Context: an optimization exercise on an open-source flow, tuned for small area. The choices shown serve that exercise and are no tape-out recipe.
The RTL was checked by simulation tests, not by an equivalence proof against the original design.
No activity file was given, so power comes from the tool's default toggle rates.

== run A ==
==> flow/design.v <==
module psum_collector #(
    parameter int DATA_WIDTH = 16,
    parameter int X_dim      = 5,
    parameter int NUM_ITER   = 5
) (
    input  logic                          clk,
    input  logic                          reset,
    input  logic [X_dim*DATA_WIDTH-1:0]   pe_out_flat,
    input  logic                          compute_done,
    output logic [DATA_WIDTH-1:0]         out_data,
    output logic                          out_valid,
    input  logic                          out_ready,
    output logic                          out_last,
    output logic [$clog2(NUM_ITER+1)-1:0] iter_count,
    output logic                          overflow
);
    localparam int IW = $clog2(NUM_ITER + 1);
    localparam int CW = (X_dim > 1) ? $clog2(X_dim) : 1;
    localparam int RW = (NUM_ITER > 1) ? $clog2(NUM_ITER) : 1;
    localparam logic [CW-1:0] LAST_COL = CW'(X_dim - 1);
    localparam logic [RW-1:0] LAST_ROW = RW'(NUM_ITER - 1);
    logic [DATA_WIDTH-1:0] pe_out [X_dim];
    for (genvar g = 0; g < X_dim; g++) begin : g_unpack
        assign pe_out[g] = pe_out_flat[g*DATA_WIDTH +: DATA_WIDTH];
    end
    logic                  done_q;
    logic                  cap;
    logic                  valid;
    logic                  ovf;
    logic [2:0]            cnt;
    logic [2:0]            cnt_inc;
    logic [X_dim-1:0]      col;
    logic                  take;
    logic                  col_wrap;
    logic                  cnt_wrap;
    logic                  shift;
    logic [DATA_WIDTH-1:0] rows [NUM_ITER][X_dim];
    assign cap      = compute_done & ~done_q;
    assign take     = valid & out_ready;
    assign col_wrap = col[X_dim-1];
    assign cnt_wrap = cnt[2];
    assign shift    = valid ? (out_ready & col_wrap) : cap;
    always_comb begin
        case (cnt)
            3'd0:    cnt_inc = 3'd1;
            3'd1:    cnt_inc = 3'd2;
            3'd2:    cnt_inc = 3'd3;
            3'd3:    cnt_inc = 3'd4;
            default: cnt_inc = 3'd0;
        endcase
    end
    always_ff @(posedge clk) begin
        if (shift) begin
            for (int r = 0; r < NUM_ITER - 1; r++)
                for (int c = 0; c < X_dim; c++) rows[r][c] <= rows[r+1][c];
            for (int c = 0; c < X_dim; c++) rows[NUM_ITER-1][c] <= pe_out[X_dim-1-c];
        end
    end
    always_ff @(posedge clk) begin
        if (!reset) begin
            done_q <= 1'b0;
            valid  <= 1'b0;
            ovf    <= 1'b0;
            cnt    <= '0;
            col    <= X_dim'(1);
        end else begin
            done_q <= compute_done;
            if (shift) begin
                cnt <= cnt_inc;
                if (cnt_wrap) valid <= ~valid;
            end
            if (take) col <= {col[X_dim-2:0], col[X_dim-1]};
            if (valid && cap) ovf <= 1'b1;
        end
    end
    always_comb begin
        out_data = '0;
        for (int c = 0; c < X_dim; c++) out_data |= {DATA_WIDTH{col[c]}} & rows[0][c];
    end
    assign out_valid  = valid;
    assign out_last   = valid & cnt_wrap & col_wrap;
    assign iter_count = valid ? 3'd5 : cnt;
    assign overflow   = ovf;
endmodule
==> flow/config.mk <==
export PLATFORM = sky130hd
export DESIGN_NAME = psum_collector
export DESIGN_NICKNAME = psum_collector
export VERILOG_FILES = /design/flow/design.v
export SDC_FILE = /design/flow/constraint.sdc
export NUM_CORES = 4
export LEC_CHECK = 0
export CAP_MARGIN = 20
export CORE_MARGIN = 2
export CORE_UTILIZATION = 80
export SLEW_MARGIN = 20
==> flow/constraint.sdc <==
create_clock -name core_clock -period 5.0 [get_ports {clk}]
set_input_delay 1.0000 -clock core_clock [delete_from_list [all_inputs] [get_ports {clk}]]
set_output_delay 1.0000 -clock core_clock [all_outputs]
set_load 0.01 [all_outputs]
standard.sh (not shown) runs the stock make flow with config.mk's settings and CLKGATE_MAP_FILE= SYNTH_SCRIPT=/design/flow/synth_recipe.tcl, a recipe that flattens the netlist after the stock synthesis.
==> flow/flow/run.sh <==
#!/bin/bash
# Standard layout with smaller port buffers and a clock tree with fewer, larger clusters.
set -euo pipefail
bash standard.sh "BUFFER_PORTS_ARGS=-buffer_cell sky130_fd_sc_hd__buf_1" "CTS_ARGS=-sink_clustering_enable -repair_clock_nets -dont_use_dummy_load -buf_list sky130_fd_sc_hd__buf_12 -sink_clustering_size 30 -sink_clustering_max_diameter 100 -sink_buffer_max_cap_derate 1.0" finish > standard.log 2>&1
Run A: it failed during clock tree synthesis, and the tool reported DPL-0033.
Inputs modified between run A and run B:
Settings: changing CAP_MARGIN from 20 to 5; changing SLEW_MARGIN from 20 to 5.
==> flow/flow/run.sh <==
#!/bin/bash
# Standard layout with smaller port buffers and a clock tree with fewer, larger clusters.
set -euo pipefail
bash standard.sh "BUFFER_PORTS_ARGS=-buffer_cell sky130_fd_sc_hd__buf_1" "CTS_ARGS=-sink_clustering_enable -repair_clock_nets -dont_use_dummy_load -buf_list sky130_fd_sc_hd__clkbuf_8 -sink_clustering_size 20 -sink_clustering_max_diameter 80 -sink_buffer_max_cap_derate 1.0" finish > standard.log 2>&1
Results
Run B completed; timing, DRC and antenna clean
Run B -> run A: number of clock sinks delta 0, exact match
Simple logic cell fraction of the synthesized area: run B vs run A, no meaningful difference
There was hardly any difference in netlist area before placement between run A and run B.
Compared with run A, in run B number of resized instances in the post-cts repair step shows no meaningful change; horizontal extent of the die now sits at about the same level; synthesized cell count level.
Worst setup slack after placement across run B and run A: no real change.
Number of hold buffers added after cts essentially unchanged between run A and run B.
In the tables for run B and run A, CTS buffer count reads higher with run B.
Maximum clock insertion buffer count came out exactly the same in run B and run A.
The inputs of run C differ from those of run B as listed below.
Settings: a change of SLEW_MARGIN from 5 to 20; a change of CAP_MARGIN from 5 to 20; a change of CORE_UTILIZATION from 80 to 75.
==> flow/flow/run.sh <==
#!/bin/bash
# Standard layout with smaller port buffers and a clock tree with fewer, larger clusters.
set -euo pipefail
bash standard.sh "BUFFER_PORTS_ARGS=-buffer_cell sky130_fd_sc_hd__buf_1" "CTS_ARGS=-sink_clustering_enable -repair_clock_nets -buf_list sky130_fd_sc_hd__buf_12 -sink_clustering_size 24 -sink_clustering_max_diameter 80 -sink_buffer_max_cap_derate 1.0" finish > standard.log 2>&1
## What came out
- Summary of run C over run B: number of design-rule violations left by the first detailed-router iteration has increased; via count now larger; number of global-route vias before repair up 263.
- When the final numbers for run B and run C were put side by side, the fraction of area in registers turned out to be greater in run B.
- In run C, the non-clock buffer count came out 3 above the value in run B.
- Run C supports a higher top clock frequency than run B.
- Going from run B to run C, the worst ir drop on vdd was found to have gone up by 20%.
### run C -> run D
Settings: CORE_UTILIZATION changed from 75 to 85.
==> flow/flow/run.sh <==
#!/bin/bash
# Standard layout with smaller port buffers and a clock tree with fewer, larger clusters.
set -euo pipefail
bash standard.sh "BUFFER_PORTS_ARGS=-buffer_cell sky130_fd_sc_hd__buf_1" "CTS_ARGS=-sink_clustering_enable -repair_clock_nets -buf_list sky130_fd_sc_hd__clkbuf_4 -sink_clustering_size 10 -sink_clustering_max_diameter 60 -sink_buffer_max_cap_derate 1.0" finish > standard.log 2>&1
[summary]
For run D, the flow was terminated by a tool error in detailed placement and produced no final design.
Number of top-level pins came out exactly the same in run C and run D.
As far as mean cell area of the mapped netlist goes, run D and run C are indistinguishable; the numbers are identical.
Synthesized area came out exactly the same in run C and run D.
[run D] floorplan row count fell 3 relative to run C
> inputs changed (run D -> run E)
Settings: CORE_UTILIZATION now 80, was 85.
==> flow/flow/run.sh <==
#!/bin/bash
# Standard layout with smaller port buffers and a clock tree with fewer, larger clusters.
set -euo pipefail
bash standard.sh "BUFFER_PORTS_ARGS=-buffer_cell sky130_fd_sc_hd__buf_1" "CTS_ARGS=-sink_clustering_enable -repair_clock_nets -dont_use_dummy_load -buf_list sky130_fd_sc_hd__clkbuf_8 -sink_clustering_size 22 -sink_clustering_max_diameter 50 -sink_buffer_max_cap_derate 1.0" finish > standard.log 2>&1
Notes after the runs:
- Run E: no failed stages, no open violations at the end
- Of run D and run E, run E shows the higher placement row count, with run D below it.
- Going from run D to run E, initial cell density of the core shrinks by 6.6 points.
- Re detailed-placement wirelength estimate: run D and run E aren't equal, and the lower value belongs to run E.
- Run E vs. run D: routability congestion estimate from global placement went down by 7.1%.

[port drivers added, routing unchanged]
Ports are ideal in the flow. The routed layouts listed here were re-timed in OpenROAD. Step 1 sets driving cells, clkbuf_16 on the clock port and buf_2 on the other inputs (assumed; they add their load-dependent delay and slew). Step 2, shift: input delay + t, output delay - t, t = (earliest + latest rising clock arrival at the registers) / 2. This alone moves slack from input paths to output paths. a / b / c = ideal ports / drivers / drivers and shift; a / b = the first two.
run	shift t [ns]	setup WS [ns]	latest minus earliest clock arrival (ns)
run B	0.561	1.589 / 1.589 / 1.585	0.034 / 0.034
run C	0.510	1.663 / 1.663 / 1.528	0.020 / 0.020
run E	0.571	1.676 / 1.676 / 1.561	0.074 / 0.074
After both steps setup and hold are still met in every run listed. The setup slack of run C, which loses most, moves by 0.000 ns with the drivers and by -0.135 ns with both steps.
